Background: an optimization exercise with open tools, aiming at small area, a short achievable clock period and few clock cycles per item. Do not read the settings as production practice. Power is estimated from default activity; no workload was simulated.

run A:
==> module hue_chroma_key_alpha_unit, before the edit <==
module hue_chroma_key_alpha_unit (
    input  logic                               aclk,
    input  logic                               aresetn,
    input  logic                               s_tvalid,
    output logic                               s_tready,
    input  logic [hcka_pkg::S_DATA_W-1:0]      s_tdata,    
    output logic                               m_tvalid,
    input  logic                               m_tready,
    output logic [hcka_pkg::M_DATA_W-1:0]      m_tdata,    
    input  logic                               cfg_wr_en,
    input  logic [hcka_pkg::CFG_IDX_W-1:0]     cfg_index,
    input  logic [hcka_pkg::CFG_W-1:0]         cfg_wdata
);
    logic [BQ_W-1:0] lo_q_reg, hi_q_reg;
    logic [8:0]      lo_rb_reg, hi_rb_reg;    
    logic [BQ_W-1:0] wr_q_ge, wr_q_gt;
    logic [BR_W-1:0] wr_r_ge, wr_r_gt;
    logic              rg_neg, rb_neg, gb_neg;
    logic [CH_W-1:0]   delta, t;
    logic                en1, en2;
    logic                v1_reg;
    logic [S_DATA_W-1:0] s1_rgb_reg;
    logic [CH_W-1:0]     s1_delta_reg, s1_t_reg;
    logic [CH_W-1:0]     s1_delta_n_reg;           
    logic                s1_rg_neg_reg, s1_rb_neg_reg, s1_gb_neg_reg;
    logic [5:0]          sext;
    logic [5:0]          lo_gt_mask, lo_eq_mask, hi_lt_mask, hi_eq_mask;
    logic                lo_lt, hi_le;
    logic                lo_in, hi_in;
    logic                key_reg;
    logic [S_DATA_W-1:0] rgb_reg;
    always_comb begin
        wr_q_ge = '0;
        wr_q_gt = '0;
        for (int k = 1; k <= 6; k++) begin
            if (cfg_wdata >= CFG_W'(60 * k)) wr_q_ge = BQ_W'(k);
            if (cfg_wdata >  CFG_W'(60 * k)) wr_q_gt = BQ_W'(k);
        end
    end
    assign wr_r_ge = {cfg_wdata[5:2] + {1'b0, wr_q_ge}, cfg_wdata[1:0]};
    assign wr_r_gt = {cfg_wdata[5:2] + {1'b0, wr_q_gt}, cfg_wdata[1:0]};
    always_ff @(posedge aclk) begin
        if (!aresetn) begin
            lo_q_reg <= LO_Q_RST;
            lo_rb_reg <= booth(LO_R_RST);
            hi_q_reg <= HI_Q_RST;
            hi_rb_reg <= booth(HI_R_RST);
        end else if (cfg_wr_en) begin
            unique case (cfg_index)
                REG_HUE_LOW:  begin lo_q_reg <= wr_q_ge; lo_rb_reg <= booth(wr_r_ge); end
                REG_HUE_HIGH: begin hi_q_reg <= wr_q_gt; hi_rb_reg <= booth(wr_r_gt); end
                default: ;
            endcase
        end
    end
    function automatic logic [8:0] booth(input logic [BR_W-1:0] r);
        logic [6:0] x;
        logic [2:0] one, two, neg;
        x = {r, 1'b0};
        for (int i = 0; i < 3; i++) begin
            one[i] = x[2*i+1] ^ x[2*i];
            two[i] = (x[2*i+2] & !x[2*i+1] & !x[2*i]) | (!x[2*i+2] & x[2*i+1] & x[2*i]);
            neg[i] = x[2*i+2];
        end
        booth = {neg, two, one};
    endfunction
    assign en2      = !m_tvalid || m_tready;
    assign en1      = !v1_reg || en2;
    assign s_tready = en1;
    always_ff @(posedge aclk) begin
        if (!aresetn) begin
            v1_reg   <= 1'b0;
            m_tvalid <= 1'b0;
        end else begin
            if (en1) v1_reg   <= s_tvalid;
            if (en2) m_tvalid <= v1_reg;
        end
    end
    hcka_sector u_sector (
        .red    (s_tdata[7:0]),
        .green  (s_tdata[15:8]),
        .blue   (s_tdata[23:16]),
        .rg_neg (rg_neg),
        .rb_neg (rb_neg),
        .gb_neg (gb_neg),
        .delta  (delta),
        .t      (t)
    );
    always_ff @(posedge aclk) begin
        if (en1) begin
            s1_rgb_reg    <= s_tdata;
            s1_delta_reg  <= delta;
            s1_delta_n_reg <= ~delta;
            s1_t_reg      <= t;
            s1_rg_neg_reg <= rg_neg;
            s1_rb_neg_reg <= rb_neg;
            s1_gb_neg_reg <= gb_neg;
        end
    end
    hcka_sext u_sext (
        .rg_neg (s1_rg_neg_reg),
        .rb_neg (s1_rb_neg_reg),
        .gb_neg (s1_gb_neg_reg),
        .sext   (sext)
    );
    always_comb begin
        for (int k = 0; k < 6; k++) begin
            lo_gt_mask[k] = BQ_W'(k) >  lo_q_reg;
            lo_eq_mask[k] = BQ_W'(k) == lo_q_reg;
            hi_lt_mask[k] = BQ_W'(k) <  hi_q_reg;
            hi_eq_mask[k] = BQ_W'(k) == hi_q_reg;
        end
    end
    hcka_cmp_0 u_lo (.one(lo_rb_reg[2:0]), .two(lo_rb_reg[5:3]), .neg(lo_rb_reg[8:6]),
                     .d(s1_delta_reg), .t(s1_t_reg), .y(lo_lt));
    hcka_cmp_1 u_hi (.one(hi_rb_reg[2:0]), .two(hi_rb_reg[5:3]), .neg(hi_rb_reg[8:6]),
                     .d(~s1_delta_n_reg), .t(s1_t_reg), .y(hi_le));
    assign lo_in = |(sext & lo_gt_mask) || (|(sext & lo_eq_mask) && lo_lt);
    assign hi_in = |(sext & hi_lt_mask) || (|(sext & hi_eq_mask) && !hi_le);
    always_ff @(posedge aclk) begin
        if (en2) begin
            key_reg <= lo_in && hi_in;
            rgb_reg <= s1_rgb_reg;
        end
    end
    assign m_tdata = {{CH_W{!key_reg}}, rgb_reg};
endmodule
clock: 6.0 ns
lec_check: 0
abc_area: 1
cap_margin: 20
core_margin: 2
core_utilization: 40
setup_slack_margin: 2.2
slew_margin: 20
standard.sh (not shown) runs the stock make flow with config.mk's settings and CLKGATE_MAP_FILE= SYNTH_SCRIPT=/design/flow/synth_recipe.tcl, a recipe that flattens the netlist after the stock synthesis.
==> flow/flow/run.sh <==
#!/bin/bash
# The standard layout (the standard.sh, unchanged synthesis), with plain buf_1 cells as
# the port buffers in place of the delay buffers that buffer_ports picks by default.
set -euo pipefail
export BUFFER_PORTS_ARGS="-buffer_cell sky130_fd_sc_hd__buf_1"
bash standard.sh finish > standard.log 2>&1
#### Input delta (run B over run A)
--- a/flow/design.v
+++ b/flow/design.v
@@ -461,19 +461,19 @@
     input  logic [hcka_pkg::CFG_IDX_W-1:0]     cfg_index,
     input  logic [hcka_pkg::CFG_W-1:0]         cfg_wdata
 );
     logic [BQ_W-1:0] lo_q_reg, hi_q_reg;
     logic [8:0]      lo_rb_reg, hi_rb_reg;    
-    logic [BQ_W-1:0] wr_q_ge, wr_q_gt;
-    logic [BR_W-1:0] wr_r_ge, wr_r_gt;
+    logic [BQ_W-1:0] wr_q_ge, wr_q_gt, wr_q;
+    logic [BR_W-1:0] wr_r;
+    logic [8:0]      wr_rb;
     logic              rg_neg, rb_neg, gb_neg;
     logic [CH_W-1:0]   delta, t;
     logic                en1, en2;
     logic                v1_reg;
     logic [S_DATA_W-1:0] s1_rgb_reg;
     logic [CH_W-1:0]     s1_delta_reg, s1_t_reg;
-    logic [CH_W-1:0]     s1_delta_n_reg;           
     logic                s1_rg_neg_reg, s1_rb_neg_reg, s1_gb_neg_reg;
     logic [5:0]          sext;
     logic [5:0]          lo_gt_mask, lo_eq_mask, hi_lt_mask, hi_eq_mask;
     logic                lo_lt, hi_le;
     logic                lo_in, hi_in;
@@ -485,22 +485,23 @@
         for (int k = 1; k <= 6; k++) begin
             if (cfg_wdata >= CFG_W'(60 * k)) wr_q_ge = BQ_W'(k);
             if (cfg_wdata >  CFG_W'(60 * k)) wr_q_gt = BQ_W'(k);
         end
     end
-    assign wr_r_ge = {cfg_wdata[5:2] + {1'b0, wr_q_ge}, cfg_wdata[1:0]};
-    assign wr_r_gt = {cfg_wdata[5:2] + {1'b0, wr_q_gt}, cfg_wdata[1:0]};
+    assign wr_q  = (cfg_index == REG_HUE_HIGH) ? wr_q_gt : wr_q_ge;
+    assign wr_r  = {cfg_wdata[5:2] + {1'b0, wr_q}, cfg_wdata[1:0]};
+    assign wr_rb = booth(wr_r);
     always_ff @(posedge aclk) begin
         if (!aresetn) begin
             lo_q_reg <= LO_Q_RST;
             lo_rb_reg <= booth(LO_R_RST);
             hi_q_reg <= HI_Q_RST;
             hi_rb_reg <= booth(HI_R_RST);
         end else if (cfg_wr_en) begin
             unique case (cfg_index)
-                REG_HUE_LOW:  begin lo_q_reg <= wr_q_ge; lo_rb_reg <= booth(wr_r_ge); end
-                REG_HUE_HIGH: begin hi_q_reg <= wr_q_gt; hi_rb_reg <= booth(wr_r_gt); end
+                REG_HUE_LOW:  begin lo_q_reg <= wr_q; lo_rb_reg <= wr_rb; end
+                REG_HUE_HIGH: begin hi_q_reg <= wr_q; hi_rb_reg <= wr_rb; end
                 default: ;
             endcase
         end
     end
     function automatic logic [8:0] booth(input logic [BR_W-1:0] r);
@@ -538,11 +539,10 @@
     );
     always_ff @(posedge aclk) begin
         if (en1) begin
             s1_rgb_reg    <= s_tdata;
             s1_delta_reg  <= delta;
-            s1_delta_n_reg <= ~delta;
             s1_t_reg      <= t;
             s1_rg_neg_reg <= rg_neg;
             s1_rb_neg_reg <= rb_neg;
             s1_gb_neg_reg <= gb_neg;
         end
@@ -562,11 +562,11 @@
         end
     end
     hcka_cmp_0 u_lo (.one(lo_rb_reg[2:0]), .two(lo_rb_reg[5:3]), .neg(lo_rb_reg[8:6]),
                      .d(s1_delta_reg), .t(s1_t_reg), .y(lo_lt));
     hcka_cmp_1 u_hi (.one(hi_rb_reg[2:0]), .two(hi_rb_reg[5:3]), .neg(hi_rb_reg[8:6]),
-                     .d(~s1_delta_n_reg), .t(s1_t_reg), .y(hi_le));
+                     .d(s1_delta_reg), .t(s1_t_reg), .y(hi_le));
     assign lo_in = |(sext & lo_gt_mask) || (|(sext & lo_eq_mask) && lo_lt);
     assign hi_in = |(sext & hi_lt_mask) || (|(sext & hi_eq_mask) && !hi_le);
     always_ff @(posedge aclk) begin
         if (en2) begin
             key_reg <= lo_in && hi_in;
[summary]
Compared with run A, run B shows cell count after synthesis that has gone down by a few percent. Comparing run A with run B, the XOR/XNOR share of the synthesized area came out essentially unchanged. On proportion of layout cells with a drive suffix above 1: between run B and run A, it ends up higher for run A. Any difference in number of nets with antenna violations after routing between run A and run B is small enough to ignore. Run B has less setup slack than run A. In the flow results for run B and run A, the chip width is smaller on run B. On synthesized area, run B does better than run A. Run B against run A: clock edge transition at the registers on the reported setup and hold paths rose 0.02 ns, final hold slack saw a decrease. Post-route clock period utilization (lower): run A. Run B vs run A: power density relative to cell area up. Sequential share of layout area was higher in run A than in run B. In the metrics for run B and run A, the one carrying the higher worst setup slack before clock tree synthesis is run A.
Function was not checked in any run of this note: the RTL went through the layout flow alone.

[afterwards: timing with drivers on the ports]
In the flow no input, the clock included, has a driving cell. The finished layouts below were timed again as built, in two steps.
Step 1 assumes that a clkbuf_16 drives the clock port and a buf_2 every other input.
Step 2, shift: input delay + t, output delay - t, t = (earliest + latest rising clock arrival at the registers) / 2. This alone moves slack from input paths to output paths.
a / b / c = ideal ports / drivers / drivers and shift; a / b = the first two.
| run | t, ns | setup WS [ns] | worst setup path after step 2 |
|---|---|---|---|
| run A | 0.392 | 2.301 / 2.301 / 2.179 | input to register |
| run B | 0.395 | 2.074 / 2.074 / 2.042 | input to register |
After both steps setup and hold are still met in every run listed. The setup slack of run A, which loses most, moves by 0.000 ns with the drivers and by -0.122 ns with both steps.
